Source: an optimization exercise on an open RTL-to-GDS flow (aim: small area, a short achievable clock period and few clock cycles). Production flows keep margins and buffers that such runs may drop. Where RTL was checked, it was by simulation tests only, not by an equivalence proof against the original. Power is estimated from default activity; no workload was simulated.

== P ==
==> flow/design.v (excerpt) <==
module muldiv_unit #(
  parameter int WIDTH      = 32,
  parameter int MUL_CYCLES = 5
) (
  input  logic             clk,
  input  logic             reset,
  input  logic [WIDTH-1:0] A,
  input  logic [WIDTH-1:0] B,
  input  logic [3:0]       MULOp,
  input  logic             start,
  output logic             busy,
  output logic [WIDTH-1:0] HI,
  output logic [WIDTH-1:0] LO
);
  localparam logic [3:0] OP_MULT  = 4'd1;
  localparam logic [3:0] OP_MULTU = 4'd2;
  localparam logic [3:0] OP_DIV   = 4'd3;
  localparam logic [3:0] OP_DIVU  = 4'd4;
  localparam logic [3:0] OP_MTHI  = 4'd5;
  localparam logic [3:0] OP_MTLO  = 4'd6;
  localparam logic [3:0] OP_MADD  = 4'd7;
  localparam logic [3:0] OP_MADDU = 4'd8;
  localparam logic [3:0] OP_MSUB  = 4'd9;
  localparam logic [3:0] OP_MSUBU = 4'd10;
  localparam int CW = 43;       
  localparam int FW = 35;       
  logic        busy_q;
  logic        f_mul, f_fin, f_prep, f_norm, f_div, f_corr, f_negr, f_negq;
  logic        dlast_q;   
  logic [4:0]  cnt_q;
  logic        sg_q;      
  logic        uns_q;     
  logic        acc_q;     
  logic        sub_q;     
  logic        an_q;      
  logic        first_q;   
  logic        bz_q;      
  logic [5:0]  clz_q;     
  logic [4:0]  msb_q;     
  logic [3:0]  bs1_q, bs2_q, bng_q;    
  logic        s_en_q;    
  logic        ssh_q;     
  logic        fhi_q;     
  logic        fm_q;      
  logic        eh_q;      
  logic        el_q;      
  logic        finv_q;    
  logic [1:0]  cy_q;      
  logic [31:0] hi_q;
  logic [31:0] lo_q;      
  logic [31:0] m_q;       
  logic [FW-1:0] s_q;     
  logic [FW-1:0] c_q;     
  logic is_mul, is_div, op_sg, op_acc, op_sub, op_uns;
  always_comb begin
    is_mul = (MULOp == OP_MULT) || (MULOp == OP_MULTU);
    is_mul = is_mul || (MULOp == OP_MADD) || (MULOp == OP_MADDU) ||
             (MULOp == OP_MSUB) || (MULOp == OP_MSUBU);
    op_acc = (MULOp == OP_MADD) || (MULOp == OP_MADDU) ||
             (MULOp == OP_MSUB) || (MULOp == OP_MSUBU);
    op_sub = (MULOp == OP_MSUB) || (MULOp == OP_MSUBU);
    is_div = (MULOp == OP_DIV) || (MULOp == OP_DIVU);
    op_sg  = (MULOp == OP_MULT) || (MULOp == OP_DIV) ||
             (MULOp == OP_MADD) || (MULOp == OP_MSUB);
    op_uns = (MULOp == OP_MULTU) || (MULOp == OP_MADDU) || (MULOp == OP_MSUBU);
  end
  ...
For scale: roughly 2900 cells after synthesis, roughly 210 flip-flops, ~140 I/O pins, ~24000 um^2 of cells after synthesis.
==> flow/config.mk <==
export PLATFORM = sky130hd
export DESIGN_NAME = muldiv_unit
export DESIGN_NICKNAME = muldiv_unit
export VERILOG_FILES = /design/flow/design.v
export SDC_FILE = /design/flow/constraint.sdc
export NUM_CORES = 4
export LEC_CHECK = 0
export CAP_MARGIN = 20
export CORE_MARGIN = 2
export CORE_UTILIZATION = 40
export CTS_BUF_LIST = sky130_fd_sc_hd__clkbuf_8
export SLEW_MARGIN = 20
==> flow/constraint.sdc <==
create_clock -name core_clock -period 13.5 [get_ports {clk}]
set_input_delay 2.7000 -clock core_clock [delete_from_list [all_inputs] [get_ports {clk}]]
set_output_delay 2.7000 -clock core_clock [all_outputs]
set_load 0.01 [all_outputs]
standard.sh (not shown) runs the stock make flow with config.mk's settings and CLKGATE_MAP_FILE= SYNTH_SCRIPT=/design/flow/synth_recipe.tcl, a recipe that flattens the netlist after the stock synthesis.
==> flow/flow/run.sh <==
#!/bin/bash
# Layout flow: the standard ORFS flow (standard synthesis, floorplan, placement,
# CTS, routing) at the design's clock period and constraints, with
#  - a larger setup margin for ORFS's repair_timing passes, so that timing repair keeps
#    sizing and buffering the longest paths instead of stopping at the 13.5 ns clock;
#  - every port still buffered, with a plain buffer cell instead of a delay cell.
set -euo pipefail
bash standard.sh SETUP_SLACK_MARGIN=9 \
  "BUFFER_PORTS_ARGS=-buffer_cell sky130_fd_sc_hd__buf_1" finish > flow_make.log 2>&1
The final layout from P, which completed every stage, passed the timing, design-rule and antenna checks at the end of the flow.
Testbench counts of P, summed over its fixed seeds: cycles 13,972.
Modified inputs, Q compared to P
- clearing CTS_BUF_LIST, which used to be sky130_fd_sc_hd__clkbuf_8
diff --git a/flow/flow/run.sh b/flow/flow/run.sh
--- a/flow/flow/run.sh
+++ b/flow/flow/run.sh
@@ -7,3 +7,3 @@
 set -euo pipefail
-bash standard.sh SETUP_SLACK_MARGIN=9 \
+bash standard.sh SETUP_SLACK_MARGIN=8.75 \
   "BUFFER_PORTS_ARGS=-buffer_cell sky130_fd_sc_hd__buf_1" finish > flow_make.log 2>&1
Findings:
- Against P as the reference, Q delivers a lower final design area excluding fillers.
- Of the two values seen for cell type of the slowest stage on the worst timing path, sky130_fd_sc_hd__fa_1 was produced by P and sky130_fd_sc_hd__fa_2 by Q.
- Relative to P, Q degrades wire length of the first global-routing pass.
- Compared with P, in Q clock network contribution to total cell area moved up; layout-stage area growth over the synthesis result saw a decrease; utilization went down by 0.87 points; largest fanout of any net on the critical path -20.
[inputs] R vs Q
diff --git a/flow/flow/run.sh b/flow/flow/run.sh
--- a/flow/flow/run.sh
+++ b/flow/flow/run.sh
@@ -7,3 +7,3 @@
 set -euo pipefail
-bash standard.sh SETUP_SLACK_MARGIN=8.75 \
+bash standard.sh SETUP_SLACK_MARGIN=9.5 \
   "BUFFER_PORTS_ARGS=-buffer_cell sky130_fd_sc_hd__buf_1" finish > flow_make.log 2>&1
[summary]
R reached the final stage; the timing, design-rule and antenna checks on its layout passed.
Period utilization: R vs Q down 0.36 points
Of Q and R, R shows the lower sequential share of layout area, with Q above it.
Row total power of the final layout: R higher / Q lower

muldiv_unit, a different RTL version from the one above (not shown whole).
For scale: about 2,900 cells after synthesis, about 210 flip-flops, about 140 I/O pins.
clock: 13.5 ns
lec_check: 0
cap_margin: 20
core_margin: 2
core_utilization: 40
slew_margin: 20
==> flow/flow/run.sh <==
#!/bin/bash
# Layout flow: the standard ORFS flow (standard synthesis, floorplan, placement,
# CTS, routing) at the design's clock period and constraints, with a larger setup
# margin for ORFS's repair_timing passes so that timing repair keeps sizing and
# buffering the longest paths instead of stopping at the 13.5 ns clock.
set -euo pipefail
bash standard.sh SETUP_SLACK_MARGIN=8.5 finish > flow_make.log 2>&1
The starting point finished with timing, DRC and antenna clean.
Rerun with:
--- a/flow/flow/run.sh
+++ b/flow/flow/run.sh
@@ -6,2 +6,2 @@
 set -euo pipefail
-bash standard.sh SETUP_SLACK_MARGIN=8.5 finish > flow_make.log 2>&1
+bash standard.sh SETUP_SLACK_MARGIN=9 finish > flow_make.log 2>&1
What happened:
- setup slack gains 410 ps
- area after synthesis does not change
- cell area is higher by a few percent
- clock power is lower by a little under a tenth
- via count is higher slightly
- routed wire length is higher by a few percent
- combinational power is higher by roughly a tenth
- critical path depth is higher by 4
No run of this note included a check of the RTL's function; only the layout flow was run.

-- afterwards: timing with drivers on the ports --
The flow's constraints put no driver on any port. The routed layouts listed below were extracted and timed again, unchanged, in two steps. Step 1 sets driving cells, clkbuf_16 on the clock port and buf_2 on the other inputs (assumed; they add their load-dependent delay and slew). Step 2 adds t to the input delays and takes it off the output delays; t is the mean of the earliest and latest rising clock arrival at the registers after step 1. Input paths then give back, and output paths get back, about the clock's delay inside the block. Slacks: ideal ports / drivers / drivers and shift; pairs: ideal ports / drivers.
run | shift t [ns] | setup slack, ns | slew at the worst register clock pin (ns)
P | 0.695 | 9.004 / 9.004 / 8.379 | 0.07 / 0.07
Q | 0.661 | 8.875 / 8.875 / 8.264 | 0.07 / 0.07
R | 0.660 | 8.923 / 8.923 / 8.411 | 0.07 / 0.07
the first run of note 2 | 0.637 | 8.474 / 8.474 / 7.898 | 0.07 / 0.07
the second run of note 2 | 0.657 | 8.884 / 8.884 / 8.414 | 0.07 / 0.07
After both steps setup and hold are still met in every run listed. For P, which loses most, drivers alone change the setup slack by 0.000 ns; drivers and shift together by -0.625 ns.
